Context: an optimization exercise on an open-source flow, tuned for a short achievable clock period and few clock cycles per item. The choices shown serve that exercise and are no tape-out recipe.
Only simulation tests tie the RTL to the original design; equivalence was not proved.
The flow treats the clock pin as an ideal source, which a real chip does not have.
Power is estimated from default activity; no workload was simulated.

== run 1 ==
==> flow/design.v (excerpt) <==
module rvv_backend (
    input  logic                                 clk,
    input  logic                                 rst_n,
    input  logic                                 insts_valid,
    input  logic [rvv_arch_pkg::INST_W-1:0]      insts,
    input  logic [rvv_arch_pkg::XLEN-1:0]        insts_scalar,
    output logic                                 insts_ready,
    output logic [rvv_pipe_pkg::CQ_CNT_W-1:0]    remaining_count,
    output logic                                 rt_valid,
    output rvv_arch_pkg::vidx_t                  rt_vd,
    output rvv_arch_pkg::vreg_t                  rt_data,
    output logic                                 rt_illegal,
    input  logic                                 rt_ready,
    output logic                                 rvv_idle
);
    localparam int CQ_CNT_W = rvv_pipe_pkg::CQ_CNT_W;
    localparam int CQ_DEPTH = rvv_pipe_pkg::CQ_DEPTH;
    logic [rvv_arch_pkg::NUM_VREG*rvv_arch_pkg::VLEN-1:0] regs;
    logic [31:0]         written;
    logic                x_valid;
    logic                x_legal;
    rvv_arch_pkg::vidx_t x_vd;
    logic [3:0]          x_op;
    logic                x_sub;
    logic [7:0]          x_src;
    rvv_arch_pkg::vreg_t x_a;
    rvv_arch_pkg::vreg_t x_b;
    rvv_arch_pkg::vreg_t x_bn;
    rvv_arch_pkg::vreg_t x_pass;
    logic                x_xfa;
    logic                x_xfb;
    logic [63:0]         xa_lo, xb_lo, xbn_lo, xp_lo;
    logic [63:0]         l_00, l_00s, l_10, l_10s, l_01, l_01s, l_11;
    logic [15:0]         c_00, c_00s, c_10, c_10s, c_01, c_01s, c_11;
    logic [63:0]         lo_y;
    logic [15:0]         lo_c;
    logic [63:0]         yl;         
    logic [63:0]         yl_n;       
    logic [15:0]         c4;         
    logic                h_valid;
    logic                h_en;
    logic                h_ill;
    rvv_arch_pkg::vidx_t h_vd;
    logic [3:0]          h_op;
    logic                h_sub;
    logic [7:0]          h_src;
    logic [63:0]         h_a, h_b, h_bn, h_pass;
    logic [63:0]         u_00, u_00s, u_10, u_10s, u_01, u_01s, u_11;
    logic [63:0]         hi_y;
    logic [63:0]         yh;         
    logic [63:0]         yh_n;       
    logic [63:0]         yl_d;       
    logic                y_valid;
  ...
export LEC_CHECK = 0
export CAP_MARGIN = 50
export CORE_MARGIN = 2
export CORE_UTILIZATION = 42
export PLACE_DENSITY = 0.45
export SETUP_SLACK_MARGIN = 3.4
export SLEW_MARGIN = 65
export TNS_END_PERCENT = 100
create_clock -name core_clock -period 6.0 [get_ports {clk}]
standard.sh (not shown) runs the stock make flow with config.mk's settings and CLKGATE_MAP_FILE= SYNTH_SCRIPT=/design/flow/synth_recipe.tcl, a recipe that flattens the netlist after the stock synthesis.
==> flow/flow/run.sh <==
#!/bin/bash
# The standard layout (standard.sh) with four additions through ORFS's
# step hooks:
#  - the ports placed on the die's edges by flow/io.tcl (IO_CONSTRAINTS,
#    read by the floorplan step);
#  - the flip-flop driving each output port held next to its pin during
#    global placement (flow/pre_gp.tcl and flow/post_gp.tcl);
#  - more passes of ORFS's own timing repair after the clock tree and
#    global routing steps (flow/post_cts.tcl and flow/post_grt.tcl).
# The ORFS run's whole output goes to standard_finish.log in this folder;
# each ORFS step also keeps its own log under orfs/logs/.
set -o pipefail
here=$(pwd)
bash "$here/standard.sh" \
    IO_CONSTRAINTS="$here/flow/io.tcl" \
    PRE_GLOBAL_PLACE_TCL="$here/flow/pre_gp.tcl" \
    POST_GLOBAL_PLACE_TCL="$here/flow/post_gp.tcl" \
    POST_CTS_TCL="$here/flow/post_cts.tcl" \
    POST_GLOBAL_ROUTE_TCL="$here/flow/post_grt.tcl" \
    finish > "$here/standard_finish.log" 2>&1
==> flow/flow/post_cts.tcl <==
# After ORFS's clock tree step has repaired timing once: more passes of the
# same repair, which the first pass leaves undone when it stops at the
# worst path (a path to an output that no repair can speed up), then
# legalise the placement as ORFS's step does.
estimate_parasitics -placement
foreach phases {LEGACY LEGACY} {
  repair_timing -setup -setup_margin $::env(SETUP_SLACK_MARGIN) \
    -repair_tns 100 -match_cell_footprint -phases $phases -verbose
}
repair_timing -hold -hold_margin 0.05 -match_cell_footprint -verbose
detailed_placement
check_placement -verbose
estimate_parasitics -placement
report_worst_slack -max
report_worst_slack -min
==> flow/flow/post_grt.tcl <==
# After ORFS's global routing step has repaired timing once: more passes of
# the same repair, which the first pass leaves undone when it stops at the
# worst path (a path to an output that no repair can speed up), then
# legalise and reroute the changed nets as ORFS's step does.
estimate_parasitics -global_routing
global_route -start_incremental
foreach phases {LEGACY ENDPOINT_FANIN LEGACY} {
  repair_timing -setup -setup_margin $::env(SETUP_SLACK_MARGIN) \
    -repair_tns 100 -match_cell_footprint -phases $phases -verbose
}
repair_timing -hold -hold_margin 0.05 -match_cell_footprint -verbose
detailed_placement
global_route -end_incremental
estimate_parasitics -global_routing
report_worst_slack -max
report_worst_slack -min
Other scripts of this flow, unchanged in this note and not shown: flow/flow/io.tcl, flow/flow/post_gp.tcl, flow/flow/pre_gp.tcl
Testbench counts of run 1, summed over its fixed seeds: cycles 3,240, items 3,200.
The inputs of run 2 differ from those of run 1 as listed below.
Settings: a change of SETUP_SLACK_MARGIN from 3.4 to 3.5.
-- flow/flow/post_cts.tcl --
<<< run 1, line 5
estimate_parasitics -placement
foreach phases {LEGACY LEGACY} {
  repair_timing -setup -setup_margin $::env(SETUP_SLACK_MARGIN) \
>>> run 2, line 5
estimate_parasitics -placement
foreach phases {LEGACY ENDPOINT_FANIN LEGACY} {
  repair_timing -setup -setup_margin $::env(SETUP_SLACK_MARGIN) \
-- flow/flow/post_grt.tcl --
<<< run 1, line 6
global_route -start_incremental
foreach phases {LEGACY ENDPOINT_FANIN LEGACY} {
  repair_timing -setup -setup_margin $::env(SETUP_SLACK_MARGIN) \
>>> run 2, line 6
global_route -start_incremental
foreach phases {LEGACY ENDPOINT_FANIN LEGACY LEGACY} {
  repair_timing -setup -setup_margin $::env(SETUP_SLACK_MARGIN) \
--- outcome ---
On number of vias per cell, run 2 and run 1 are neck and neck.
Summary of run 2 over run 1: fraction of area in registers held; combinational group power held; shortest period the worst path allows went up 7.8 ps.
Routed wire length: run 2 > run 1
Run 2 and run 1 ended up with nearly the same power.
Re detailed-router iteration count before antenna repair: run 2 and run 1 aren't equal, and the lower value belongs to run 1.
Compared with run 1, run 2 shows a relative slew slack that is 0.56 points lower.
A source of the critical timing path of u_retire.rt_data[114]$_SDFF_PN0_ is what run 1 shows, while u_retire.rt_data[125]$_SDFF_PN0_ belongs to run 2.
Comparing run 1 against run 2, there is no change at all in count of state elements after synthesis.
Between run 2 and run 1, the worst hold slack figures differ only marginally.
Run 1 -> run 2: overall routing resource usage flat
The following lists how run 3 was set up differently from run 2:
Settings: CORE_UTILIZATION: 42 -> 51; PLACE_DENSITY: 0.45 -> 0.53.
Results
Compared with run 2, run 3 shows a lower part of the cycle the worst path needs. Of the two values seen for critical path launch point, u_retire.rt_data[125]$_SDFF_PN0_ was produced by run 2 and u_retire.rt_data[112]$_SDFF_PN0_ by run 3. Run 2 vs run 3, end point of the critical path: rt_data[125] vs rt_data[112]. Run 3 against run 2: power share of the combinational group flat, worst-skew pair later-pin latency barely changed, count of placed standard cells in the final layout, fillers left out -2002, highest ir drop seen on vdd has increased, fraction of final layout cells with drive strength greater than 1 shows a reduction of 0.69 points.

what the ideal ports hide:
No port has a modelled driver above. Below, the same layouts with a new extraction and two added sets of constraints.
Step 1: set_driving_cell puts a clkbuf_16 on clk and a buf_2 on each other input, an assumption about the parent block.
Step 2 times the ports against the registers' clock, not the clock port: input delays grow and output delays shrink by t, the midpoint of the rising clock arrivals with the driver on.
a / b / c = ideal / step 1 / step 2; a / b = the first two.
| run | t (ns) | setup slack, ns | slew at the worst register clock pin (ns) |
|---|---|---|---|
| run 1 | 1.253 | 3.223 / 3.124 / 2.176 | 0.07 / 0.07 |
| run 2 | 1.261 | 3.215 / 3.116 / 2.238 | 0.07 / 0.07 |
| run 3 | 1.240 | 3.231 / 3.137 / 2.375 | 0.07 / 0.07 |
After both steps setup and hold are still met in every run listed. The setup slack of run 1, which loses most, moves by -0.099 ns with the drivers and by -1.047 ns with both steps.
